Context: an optimization exercise on an open-source flow, tuned for small area. The choices shown serve that exercise and are no tape-out recipe.
In this exercise RTL edits were held to simulation tests only and were not proved equivalent to the original.
Power figures rest on the tool's default switching activity, not on a simulated workload.

==> flow/design.v (excerpt) <==
module sha1_msg_pad
#(
  parameter int LEN_W = 23
) (
  input  logic                   clk,
  input  logic                   rst,
  input  logic [sha1_pkg::SHA1_WORD_W-1:0] in_data,
  input  logic                   in_vld,
  input  logic                   in_last,
  input  logic [2:0]             in_bytes,
  output logic                   in_rdy,
  output logic [sha1_pkg::SHA1_BLK_W-1:0]  blk_data,
  output logic                   blk_vld,
  input  logic                   blk_rdy,
  output logic                   blk_first,
  output logic                   blk_final
);
Size: ~1800 cells after synthesis, about 540 flip-flops, about 560 I/O pins, roughly 17000 µm² of cells after synthesis.
==> flow/config.mk <==
export PLATFORM = sky130hd
export DESIGN_NAME = sha1_msg_pad
export DESIGN_NICKNAME = sha1_msg_pad
export VERILOG_FILES = /design/flow/design.v
export SDC_FILE = /design/flow/constraint.sdc
export NUM_CORES = 4
export LEC_CHECK = 0
export CAP_MARGIN = 0
export CORE_MARGIN = 2
export CORE_UTILIZATION = 65
export SLEW_MARGIN = 0
==> flow/constraint.sdc <==
create_clock -name core_clock -period 5.0 [get_ports {clk}]
set_input_delay 1.0000 -clock core_clock [delete_from_list [all_inputs] [get_ports {clk}]]
set_output_delay 1.0000 -clock core_clock [all_outputs]
set_load 0.01 [all_outputs]
standard.sh (not shown) runs the stock make flow with config.mk's settings and CLKGATE_MAP_FILE= SYNTH_SCRIPT=/design/flow/synth_recipe.tcl, a recipe that flattens the netlist after the stock synthesis.
==> flow/flow/run.sh <==
#!/bin/bash
# Standard ORFS layout (the standard.sh), with two changes that affect only area:
#  - the port buffers are the smallest buffer cell (buf_1) instead of buffer_ports' default pick;
#  - CTS builds the clock tree from clkbuf_8 cells in clusters of at most 15 sinks within 60 um,
#    and inserts no dummy loads.
# The make output goes to standard_flow.log; each ORFS step writes its own log under orfs/logs.
set -euo pipefail
export BUFFER_PORTS_ARGS="-buffer_cell sky130_fd_sc_hd__buf_1"
export CTS_ARGS="-sink_clustering_enable -repair_clock_nets -dont_use_dummy_load -buf_list {sky130_fd_sc_hd__clkbuf_8} -sink_clustering_size 15 -sink_clustering_max_diameter 60"
bash standard.sh finish > standard_flow.log 2>&1
The first run completed without violations.
Rerun with:
--- a/flow/flow/run.sh
+++ b/flow/flow/run.sh
@@ -5 +5,3 @@
-#    and inserts no dummy loads.
+#    and inserts no dummy loads;
+#  - the buffers that synthesis put in are removed at floorplan; the placer's resizer
+#    buffers the nets that need it.
@@ -7,0 +10 @@
+export REMOVE_ABC_BUFFERS=1
--- a/flow/config.mk
+++ b/flow/config.mk
@@ -10,0 +11 @@
+export GPL_TIMING_DRIVEN = 0
Fmax fell by 3.7%.
Cell area is higher by 1.7%.
Sequential power stays flat.
Routed wire length is higher by 1.1%.

* * *

Setup of main:
sha1_msg_pad, a different RTL version from the one above (not shown whole).
For scale: ~900 cells after synthesis, ~560 I/O pins, ~0.018 sq mm of cells after synthesis.
export LEC_CHECK = 0
export CAP_MARGIN = 20
export CORE_MARGIN = 2
export CORE_UTILIZATION = 40
export SLEW_MARGIN = 20
create_clock -name core_clock -period 5.0 [get_ports {clk}]
run.sh (not shown) runs the stock make flow with config.mk's settings and CLKGATE_MAP_FILE= SYNTH_SCRIPT=/design/flow/synth_recipe.tcl, a recipe that flattens the netlist after the stock synthesis.
Stock flow here: none of the scripts above is used.
### main -> the feature branch
==> flow/flow/run.sh (new file) <==
#!/bin/bash
# Standard ORFS layout, with two changes that affect only area:
#  - the port buffers are the smallest buffer cell (buf_1) instead of buffer_ports' default pick;
#  - CTS builds the clock tree from small clock buffers and inserts no dummy loads.
set -euo pipefail
export BUFFER_PORTS_ARGS="-buffer_cell sky130_fd_sc_hd__buf_1"
export CTS_ARGS="-sink_clustering_enable -repair_clock_nets -dont_use_dummy_load -buf_list {sky130_fd_sc_hd__clkbuf_4 sky130_fd_sc_hd__clkbuf_8}"
bash standard.sh finish > standard_flow.log 2>&1
==> flow/standard.sh (new file) <==
#!/bin/bash
# synth_recipe.tcl (not shown) runs the flow's synth.tcl, then flattens the netlist and writes it again
# the make line also repeats each setting of config.mk as NAME=value (left out here)
make -C /OpenROAD-flow-scripts/flow DESIGN_CONFIG=/design/flow/config.mk WORK_HOME=/design/flow/orfs CLKGATE_MAP_FILE= SYNTH_SCRIPT=/design/flow/synth_recipe.tcl "${@:-finish}"
removed: flow/run.sh
## What came out
- The feature branch | stages: all done | timing, DRC, antenna: all pass
- Between main and the feature branch, worst clock skew on the final layout is higher for the feature branch, main comes in under that.
- Compared with main, the feature branch shows via-per-instance ratio higher by 1.7%.
- The feature branch vs main, worst min-delay path category: input pin to async pin vs flop to flop
- Summary of the comparison: total power is lower in the feature branch, relative to main.
- Type of the worst setup path = input pin to flop: main; type of the worst setup path = flop to flop: the feature branch
- On internal power: between main and the feature branch, it ends up lower for the feature branch.
- From main to the feature branch the numbers moved as follows: post-route cell area fell about 16%; vias after detailed routing rose 81.
- Reported for main and the feature branch, flip-flop and latch count turned out identical to the last digit.
- NOTE: endpoint arrival time on the critical path in the feature branch falls short of that of main

* * *

== the previous run ==
RTL: one of the versions met above, not the one the previous note started from.
For scale: roughly 1800 cells after synthesis, about 540 flip-flops, about 17000 um2 of cells after synthesis.
Settings: LEC_CHECK=0, CAP_MARGIN=0, CORE_MARGIN=2, CORE_UTILIZATION=80, SLEW_MARGIN=0; clock period 5.0 ns.
standard.sh (not shown) runs the stock make flow with config.mk's settings and CLKGATE_MAP_FILE= SYNTH_SCRIPT=/design/flow/synth_recipe.tcl, a recipe that flattens the netlist after the stock synthesis.
==> flow/flow/run.sh <==
#!/bin/bash
# Standard ORFS layout (the standard.sh), with two changes that affect only area:
#  - the port buffers are the smallest buffer cell (buf_1) instead of buffer_ports' default pick;
#  - CTS builds the clock tree from clkbuf_8 cells in clusters of at most 15 sinks within 60 um,
#    and inserts no dummy loads.
# The make output goes to standard_flow.log; each ORFS step writes its own log under orfs/logs.
set -euo pipefail
export BUFFER_PORTS_ARGS="-buffer_cell sky130_fd_sc_hd__buf_1"
export CTS_ARGS="-sink_clustering_enable -repair_clock_nets -dont_use_dummy_load -buf_list {sky130_fd_sc_hd__clkbuf_8} -sink_clustering_size 15 -sink_clustering_max_diameter 60"
bash standard.sh finish > standard_flow.log 2>&1
The previous run never completed, since it errored out during 3_2_place_iop.
## Diff of input files: the current run against the previous run
Settings: a change of CORE_UTILIZATION from 80 to 65.
diff --git a/flow/flow/run.sh b/flow/flow/run.sh
--- a/flow/flow/run.sh
+++ b/flow/flow/run.sh
@@ -1,3 +1,3 @@
 #!/bin/bash
-# Standard ORFS layout (the standard.sh), with two changes that affect only area:
+# Standard ORFS layout (the standard.sh), with changes that affect only area:
 #  - the port buffers are the smallest buffer cell (buf_1) instead of buffer_ports' default pick;
Notes after the runs:
The current run | stages: all done | timing, DRC, antenna: all pass. Diff the previous run -> the current run: post-synthesis instance area level, die height now larger. Gate count of the mapped netlist of the current run is on par with the previous run. Number of unique standard cell types used by synthesis came out exactly the same in the current run and the previous run.

## port drivers added, routing unchanged
The results above use ideal ports. As a check the final layouts listed here were re-extracted and re-timed, cells and wires unchanged.
Step 1 sets driving cells, clkbuf_16 on the clock port and buf_2 on the other inputs (assumed; they add their load-dependent delay and slew).
Step 2 also shifts input and output timing later by t, the mid clock arrival at the registers, as if the neighbouring blocks saw the same clock.
Three values: no drivers, after step 1, after step 2; two values: the first two.
run	shift t [ns]	setup WS [ns]	worst setup path at the end	worst slew at a driven data input, ns
the first run of note 1	0.613	0.416 / 0.427 / -0.185	input to register	0.07
the second run of note 1	0.613	0.239 / 0.239 / -0.331	input to register	0.12
main	0.641	1.308 / 1.334 / 0.693	input to register	0.12
the feature branch	0.680	1.394 / 1.394 / 1.007	input to register	0.11
the current run	0.613	0.416 / 0.427 / -0.185	input to register	0.07
With both steps, setup timing fails in the first run of note 1, the second run of note 1 and the current run, where it was met with ideal ports. The setup slack of main, which loses most, moves by +0.026 ns with the drivers and by -0.615 ns with both steps.
